Source: an optimization exercise on an open RTL-to-GDS flow (aim: small area, a short achievable clock period and few clock cycles). Production flows keep margins and buffers that such runs may drop. RTL that was checked went through simulation tests only; none was proved equivalent to the original. Power is estimated from default activity; no workload was simulated.

Setup of build 97:
==> flow/design.v <==
package data_ram_pkg;
  typedef enum logic {
    ST_IDLE  = 1'b0,
    ST_SWEEP = 1'b1
  } state_e;
  function automatic integer lanes_of(input integer d_w, input integer lane_w);
    lanes_of = d_w / lane_w;
  endfunction
endpackage
module dr_and2 #(parameter int W = 1) (
  input  logic [W-1:0] a,
  input  logic [W-1:0] b,
  output logic [W-1:0] y
);
  assign y = a & b;
endmodule
module dr_sel8 (
  input  logic [7:0] d,
  input  logic [7:0] s,
  output logic       y
);
  logic [3:0] n;
  for (genvar p = 0; p < 4; p++) begin : g_p
    assign n[p] = ~((d[2*p] & s[2*p]) | (d[2*p+1] & s[2*p+1]));
  end
  assign y = ~(&n);
endmodule
module dr_nand4 #(parameter int W = 1) (
  input  logic [W-1:0] a, b, c, d,
  output logic [W-1:0] y
);
  assign y = ~(a & b & c & d);
endmodule
module dr_nor4 #(parameter int W = 1) (
  input  logic [W-1:0] a, b, c, d,
  output logic [W-1:0] y
);
  assign y = ~(a | b | c | d);
endmodule
module data_ram_array #(
  parameter int             A_W    = 7,
  parameter int             D_W    = 16,
  parameter int             LANE_W = 8,
  parameter logic [D_W-1:0] FILL   = 16'hA5A5
) (
  input  logic                    clk,
  input  logic                    fill_i,        
  input  logic                    we_i,
  input  logic [D_W/LANE_W-1:0]   lane_mask_i,
  input  logic [A_W-1:0]          addr_i,
  input  logic [D_W-1:0]          wdata_i,
  output logic [D_W-1:0]          rdata_o
);
  localparam int LANES = D_W / LANE_W;
  localparam int WORDS = 2**A_W;
  localparam int LO_W  = 3;
  localparam int HI_W  = A_W - LO_W;
  localparam int NLO   = 2**LO_W;
  localparam int NHI   = 2**HI_W;
  logic [D_W-1:0]       mem_q [WORDS];
  logic [D_W-1:0]       wdata;
  logic [NLO-1:0]       lo;           
  logic [NHI-1:0]       hi;           
  logic [LANES*NHI-1:0] hi_we;        
  logic [NLO-1:0]       lo_we;        
  logic [WORDS-1:0]     sel;          
  assign wdata = fill_i ? FILL : wdata_i;
  always_comb begin
    for (int m = 0; m < NLO; m++) begin
      lo[m]    = (addr_i[LO_W-1:0] == LO_W'(m));
      lo_we[m] = fill_i || lo[m];
    end
    for (int j = 0; j < NHI; j++) begin
      hi[j] = (addr_i[A_W-1:LO_W] == HI_W'(j));
      for (int k = 0; k < LANES; k++)
        hi_we[k*NHI+j] = fill_i || (we_i && lane_mask_i[k] && hi[j]);
    end
  end
  always_ff @(posedge clk) begin
    for (int i = 0; i < WORDS; i++) begin
      for (int k = 0; k < LANES; k++) begin
        if (hi_we[k*NHI+i/NLO] && lo_we[i%NLO]) begin
          mem_q[i][k*LANE_W +: LANE_W] <= wdata[k*LANE_W +: LANE_W];
        end
      end
    end
  end
  logic [D_W-1:0] l2 [WORDS/8];
  logic [D_W-1:0] l3 [WORDS/32];
  for (genvar i = 0; i < WORDS; i++) begin : g_sel
    dr_and2 #(.W(1)) u_sel (.a(hi[i/NLO]), .b(lo[i%NLO]), .y(sel[i]));
  end
  for (genvar q = 0; q < WORDS/8; q++) begin : g_l2
    for (genvar b = 0; b < D_W; b++) begin : g_bit
      dr_sel8 u_l2 (
        .d({mem_q[8*q+7][b], mem_q[8*q+6][b], mem_q[8*q+5][b], mem_q[8*q+4][b],
            mem_q[8*q+3][b], mem_q[8*q+2][b], mem_q[8*q+1][b], mem_q[8*q][b]}),
        .s(sel[8*q +: 8]),
        .y(l2[q][b])
      );
    end
  end
  for (genvar r = 0; r < WORDS/32; r++) begin : g_l3
    dr_nor4 #(.W(D_W)) u_l3 (
      .a(l2[4*r]), .b(l2[4*r+1]), .c(l2[4*r+2]), .d(l2[4*r+3]), .y(l3[r])
    );
  end
  dr_nand4 #(.W(D_W)) u_l4 (.a(l3[0]), .b(l3[1]), .c(l3[2]), .d(l3[3]), .y(rdata_o));
endmodule
module data_ram_sweep #(
  parameter int             A_W       = 7,
  parameter int             D_W       = 16,
  parameter int             LANE_W    = 8,
  parameter logic [D_W-1:0] FILL      = 16'hA5A5
) (
  input  logic                              clk,
  input  logic                              clear,
  input  logic                              enable,
  input  logic                              read_en,
  input  logic                              write_en,
  input  logic [A_W-1:0]                    addr,
  input  logic [D_W-1:0]                    datain,
  input  logic [D_W / LANE_W-1:0]           lane_en,
  input  logic                              scrub_req,
  output logic [D_W-1:0]                    dataout,
  output logic                              rd_valid,
  output logic                              busy,
  output logic                              acc_err
);
  logic             init_q;       
  logic [D_W-1:0]   dout_q;
  logic             rd_valid_q, acc_err_q;
  logic             rd_ok, wr_ok, fill;
  logic [D_W-1:0]   arr_rdata;
  assign busy  = init_q;
  assign rd_ok = !init_q && enable && read_en;
  assign wr_ok = !init_q && enable && write_en;
  assign fill  = init_q || scrub_req;
  always_ff @(posedge clk or negedge clear) begin
    if (!clear) begin
      init_q     <= 1'b1;
      rd_valid_q <= 1'b0;
      acc_err_q  <= 1'b0;
      dout_q     <= '0;
    end else begin
      init_q     <= 1'b0;
      rd_valid_q <= rd_ok;
      acc_err_q  <= init_q && enable && (read_en || write_en);
      if (rd_ok) dout_q <= arr_rdata;
    end
  end
  data_ram_array #(
    .A_W    (A_W),
    .D_W    (D_W),
    .LANE_W (LANE_W),
    .FILL   (FILL)
  ) u_array (
    .clk         (clk),
    .fill_i      (fill),
    .we_i        (wr_ok),
    .lane_mask_i (lane_en),
    .addr_i      (addr),
    .wdata_i     (datain),
    .rdata_o     (arr_rdata)
  );
  assign dataout  = dout_q;
  assign rd_valid = rd_valid_q;
  assign acc_err  = acc_err_q;
endmodule
Settings: LEC_CHECK=0, CAP_MARGIN=20, CORE_MARGIN=2, CORE_UTILIZATION=35, CTS_CLUSTER_DIAMETER=80, CTS_CLUSTER_SIZE=20, SETUP_SLACK_MARGIN=1.7, SLEW_MARGIN=20, SYNTH_HIERARCHICAL=1, SYNTH_MINIMUM_KEEP_SIZE=0; clock period 4.0 ns.
run.sh (not shown) runs the stock make flow with config.mk's settings and CLKGATE_MAP_FILE= SYNTH_SCRIPT=/design/flow/synth_recipe.tcl, a recipe that flattens the netlist after the stock synthesis.
Testbench counts of build 97, summed over its fixed seeds: cycles 21,171.
Here is what was changed in the inputs of build 64 compared with build 97.
Settings: GPL_ROUTABILITY_DRIVEN now 0, previously not set; SETUP_SLACK_MARGIN now 1.8, was 1.7; CORE_UTILIZATION now 40, was 35.
## What came out
- Post-placement cell area (build 64 vs. build 97) decreases slightly
- Antenna diode count ends up higher on build 97.
- Build 97 → build 64: initial antenna violation count lower; sequential portion of the cell area higher; utilization higher; number of maximum-capacitance violations roughly the same; overall track demand over capacity in global routing higher.
- As far as non-clock buffer count is concerned, build 97 and build 64 perform about the same.
- On slack of the critical path, build 97 loses to build 64.
Inputs modified between build 64 and build 87:
Settings: swapping 40 for 50 in CORE_UTILIZATION; clearing GPL_ROUTABILITY_DRIVEN, which used to be 0.
[summary]
Build 87 finished all stages; however, its layout fails the closing checks, the failures being max-capacitance violations, max-slew violations. Combinational share of power, build 64 and build 87: smaller value in build 64. From build 64 to build 87 the numbers moved as follows: post-route non-filler standard cell count fell 197; number of buffers created by CTS rose 0.86%; sequential share of cell area fell 4.9 points. Capture point of the critical path: dout_q[13] -> build 87, dout_q[14] -> build 64. Slowest cell on the critical path = nand4_1: build 64; slowest cell on the critical path = nor4_4: build 87.
Setup changes, build 87 to build 32
Settings: CORE_UTILIZATION now 40, was 50; CTS_CLUSTER_DIAMETER no longer set, was 80; CTS_CLUSTER_SIZE no longer set, was 20; SETUP_SLACK_MARGIN now 1.6, was 1.8.
[summary]
Build 32 has completed all stages; timing, DRC and antenna checks passed. Clock tree buffer count of the final layout is higher on build 32. In the metrics for build 87 and build 32, the one carrying the higher wire length of the first global-routing pass is build 32. The final reports for build 32 and build 87 show die area higher in the former. Build 32 vs build 87, top layer used by detailed routing: met4 vs met5. Changes observed in build 32 relative to build 87: count of multi-input gates held steady; final routed wirelength across all metal layers lower; portion of the clock cycle consumed by the worst path in the final layout down 18 points; area added between synthesis and finish fell by 6.0 points. The setup slack of build 32 is larger than that of build 87. Summary of build 32 over build 87: slew of the pin with the lowest slew margin saw a decrease; non-clock buffer count saw a decrease. Timing endpoint of the critical path = dout_q[13]: build 87; timing endpoint of the critical path = dout_q[7]: build 32.

* * *

== run A ==
// data_ram_sweep: RTL as listed in full above, without the edits since
export LEC_CHECK = 0
export CAP_MARGIN = 20
export CORE_MARGIN = 2
export CORE_UTILIZATION = 40
export CTS_CLUSTER_DIAMETER = 80
export CTS_CLUSTER_SIZE = 20
export SETUP_SLACK_MARGIN = 1.4
export SLEW_MARGIN = 20
export SYNTH_HIERARCHICAL = 1
export SYNTH_MINIMUM_KEEP_SIZE = 0
create_clock -name core_clock -period 4.0 [get_ports {clk}]
Testbench counts of run A, summed over its fixed seeds: cycles 21,171.
Modified inputs, run B compared to run A
- changing SETUP_SLACK_MARGIN from 1.4 to 2.2
--- outcome ---
In run B the combinational power turned out 82% higher than in run A.
A uppermost layer routed of met4 is what run A shows, while met5 belongs to run B.
Run B against run A: utilization after layout picked up an extra 8.6 points; global-route track usage on met2 picked up an extra 6.5 points; worst-case headroom to the max-slew limit lost 11 points; total routed wirelength picked up an extra 84000 µm.
> inputs changed (run B -> run C)
- SETUP_SLACK_MARGIN changed from 2.2 to 1.7
--- outcome ---
For run C and run B, there was not a single run that failed to finish clean. Routed wire length improves in run C relative to run B. Per the comparison of run C with run B, growth of design area from synthesis to finish shrank by 21 points, post-route worst hold slack went down.
Inputs modified between run C and run D:
- swapping 1.7 for 1.6 in SETUP_SLACK_MARGIN
## What came out
- Run D -> run C: vertical extent of the die delta 0, exact match
- The post-layout instance area on run C is in line with that on run D.
- There was hardly any difference in met1 routing resource usage after global routing between run C and run D.

* * *

Setup of run 1:
// data_ram_sweep: RTL as listed in full above, without the edits since
export LEC_CHECK = 0
export CAP_MARGIN = 20
export CORE_MARGIN = 2
export CORE_UTILIZATION = 45
export CTS_CLUSTER_DIAMETER = 80
export CTS_CLUSTER_SIZE = 20
export SETUP_SLACK_MARGIN = 1.7
export SLEW_MARGIN = 20
export SYNTH_HIERARCHICAL = 1
export SYNTH_MINIMUM_KEEP_SIZE = 0
create_clock -name core_clock -period 4.0 [get_ports {clk}]
Run 1: done, clean on timing, DRC and antenna
Testbench counts of run 1, summed over its fixed seeds: cycles 21,171.
The inputs of run 2 differ from those of run 1 as listed below.
-- flow/config.mk --
<<< run 1, line 8
export CAP_MARGIN = 20
export CORE_MARGIN = 2
export CORE_UTILIZATION = 45
export CTS_CLUSTER_DIAMETER = 80
export CTS_CLUSTER_SIZE = 20
export SETUP_SLACK_MARGIN = 1.7
export SLEW_MARGIN = 20
export SYNTH_HIERARCHICAL = 1
>>> run 2, line 8
export CAP_MARGIN = 20
export CORE_MARGIN = 2
export CORE_UTILIZATION = 40
export CTS_CLUSTER_DIAMETER = 80
export CTS_CLUSTER_SIZE = 20
export SETUP_SLACK_MARGIN = 1.8
export SLEW_MARGIN = 20
export SYNTH_HIERARCHICAL = 1
### Flow results
Summary: via count, run 2 better than run 1. Diff run 1 -> run 2: critical path depth rose by 1; top fanout value on the critical path rose by 6; sequential share of layout area rose by 0.55 points.
> inputs changed (run 2 -> run 3)
-- flow/config.mk --
<<< run 2, line 11
export CTS_CLUSTER_DIAMETER = 80
export CTS_CLUSTER_SIZE = 20
export SETUP_SLACK_MARGIN = 1.8
export SLEW_MARGIN = 20
export SYNTH_HIERARCHICAL = 1
>>> run 3, line 11
export CTS_CLUSTER_DIAMETER = 80
export CTS_CLUSTER_SIZE = 20
export SETUP_SLACK_MARGIN = 1.9
export SLEW_MARGIN = 20
export SYNTH_HIERARCHICAL = 1
Results
Run 3: full flow OK, the timing, design-rule and antenna checks passed
Run 3 vs. run 2: leftover overflow at the end of global routing closely matched the old numbers; global-route met1 utilization increased by 0.57 points relative to the old numbers.
The standard cells in run 3 occupy more silicon area than those in run 2 do.
Going from run 2 to run 3, peak ir drop on the vdd network shrank slightly.
Compared to run 2, run 3 has sequential share of layout area 1.9 points lower.
Multi-input combinational cell area up 7.8% in run 3 wrt run 2
Route | run 3 vs run 2 | wire longer in run 3
Comparing run 2 and run 3, signed area change from the synthesized netlist to the final layout is lower on run 2.
[diff] internal power, run 3 relative to run 2: regression

* * *

data_ram_sweep, a different RTL version from the one above (not shown whole).
For scale: roughly 2100 flip-flops, about 50 I/O pins, ~77000 µm² of cells after synthesis.
Settings: LEC_CHECK=0, CAP_MARGIN=20, CORE_MARGIN=2, CORE_UTILIZATION=40, CTS_CLUSTER_DIAMETER=80, CTS_CLUSTER_SIZE=20, SETUP_SLACK_MARGIN=1.8, SLEW_MARGIN=20, SYNTH_HIERARCHICAL=1, SYNTH_MINIMUM_KEEP_SIZE=0; clock period 4.0 ns.
Testbench counts at the start, summed over its fixed seeds: cycles 21,171.
Then changed:
--- a/flow/config.mk
+++ b/flow/config.mk
@@ -13 +13 @@
-export SETUP_SLACK_MARGIN = 1.8
+export SETUP_SLACK_MARGIN = 1.2
Global-route usage falls by 1.1 points.
Setup slack degrades by 0.14 ns.
Clock skew fell by 0.018 ns.
First-iteration DRC count came out lower by about 11%.
Sequential power stays flat.

* * *

build 83:
data_ram_sweep, a different RTL version from the one above (not shown whole).
Size in the first run: about 4,000 cells after synthesis, ~2,100 flip-flops, ~50 I/O pins.
// data_ram_sweep
module data_ram_sweep #(
  parameter int             A_W       = 7,
  parameter int             D_W       = 16,
  parameter int             LANE_W    = 8,
  parameter logic [D_W-1:0] FILL      = 16'hA5A5
) (
  input  logic                              clk,
  input  logic                              clear,
  input  logic                              enable,
  input  logic                              read_en,
  input  logic                              write_en,
  input  logic [A_W-1:0]                    addr,
  input  logic [D_W-1:0]                    datain,
  input  logic [D_W / LANE_W-1:0]           lane_en,
  input  logic                              scrub_req,
  output logic [D_W-1:0]                    dataout,
  output logic                              rd_valid,
  output logic                              busy,
  output logic                              acc_err
);
clock: 4.0 ns
lec_check: 0
cap_margin: 20
core_margin: 2
core_utilization: 40
cts_cluster_diameter: 80
cts_cluster_size: 20
setup_slack_margin: 1.7
slew_margin: 20
synth_hierarchical: 1
synth_minimum_keep_size: 0
Looking at the reports, build 83 completed the entire flow and the layout it produced met the timing, design-rule and antenna checks.
### build 83 -> build 39
Settings: a change of SETUP_SLACK_MARGIN from 1.7 to 1.8.
Diff build 83 and build 39: final core utilization higher in build 39
On worst hold slack after final layout, the higher figure sits with build 83, not build 39.
Of build 83 and build 39, the higher clock skew belongs to build 83.
The sequential share of layout area number comes out lower for build 39 vs build 83.
Looking at build 83 and build 39, the global-route track usage on met3 is a wash.
--- input diff build 39..build 61 ---
Settings: changing SETUP_SLACK_MARGIN from 1.8 to 1.6.
Notes after the runs:
Having completed the whole flow, build 61 delivered a layout that passed the timing, design-rule and antenna checks.
From build 39 to build 61 the numbers moved as follows: met3 layer wire length in the routed design lower; share of the clock period used by the worst path after layout went down 1.5 points; wire length now sits lower; detailed-route via count went down.
Build 61 vs build 39 — internal cell power dropped slightly
Re sequential cell area: no difference whatsoever between build 39 and build 61.
Function was not checked in any run of this note: the RTL went through the layout flow alone.

==> port drivers added, routing unchanged <==
Ports are ideal in the flow. The routed layouts listed here were re-timed in OpenROAD. Step 1 sets driving cells, clkbuf_16 on the clock port and buf_2 on the other inputs (assumed; they add their load-dependent delay and slew). Step 2, shift: input delay + t, output delay - t, t = (earliest + latest rising clock arrival at the registers) / 2. This alone moves slack from input paths to output paths. a / b / c = no drivers / after step 1 / after step 2; a / b = the first two.
run | shift t [ns] | setup WS [ns] | worst data-port slew with drivers (ns)
build 97 | 0.849 | 1.062 / 1.102 / 0.253 | 0.11
build 64 | 0.853 | 1.352 / 1.335 / 0.483 | 0.18
build 87 | 0.857 | 0.667 / 0.680 / -0.176 | 0.16
build 32 | 0.907 | 1.374 / 1.352 / 0.445 | 0.18
run A | 0.854 | 1.303 / 1.267 / 0.413 | 0.18
run B | 0.874 | 0.930 / 0.886 / 0.012 | 0.19
run C | 0.857 | 1.379 / 1.361 / 0.504 | 0.18
run D | 0.861 | 1.291 / 1.258 / 0.397 | 0.18
run 1 | 0.849 | 1.112 / 1.115 / 0.267 | 0.13
run 2 | 0.853 | 1.352 / 1.335 / 0.483 | 0.18
run 3 | 0.857 | 1.341 / 1.314 / 0.457 | 0.18
the first run of note 4 | 0.858 | 1.288 / 1.317 / 0.459 | 0.13
the second run of note 4 | 0.859 | 1.144 / 1.134 / 0.275 | 0.15
build 83 | 0.855 | 1.264 / 1.298 / 0.443 | 0.15
build 39 | 0.859 | 1.218 / 1.235 / 0.377 | 0.14
build 61 | 0.853 | 1.278 / 1.303 / 0.454 | 0.14
The setup slack of build 32, which loses most, moves by -0.022 ns with the drivers and by -0.929 ns with both steps.
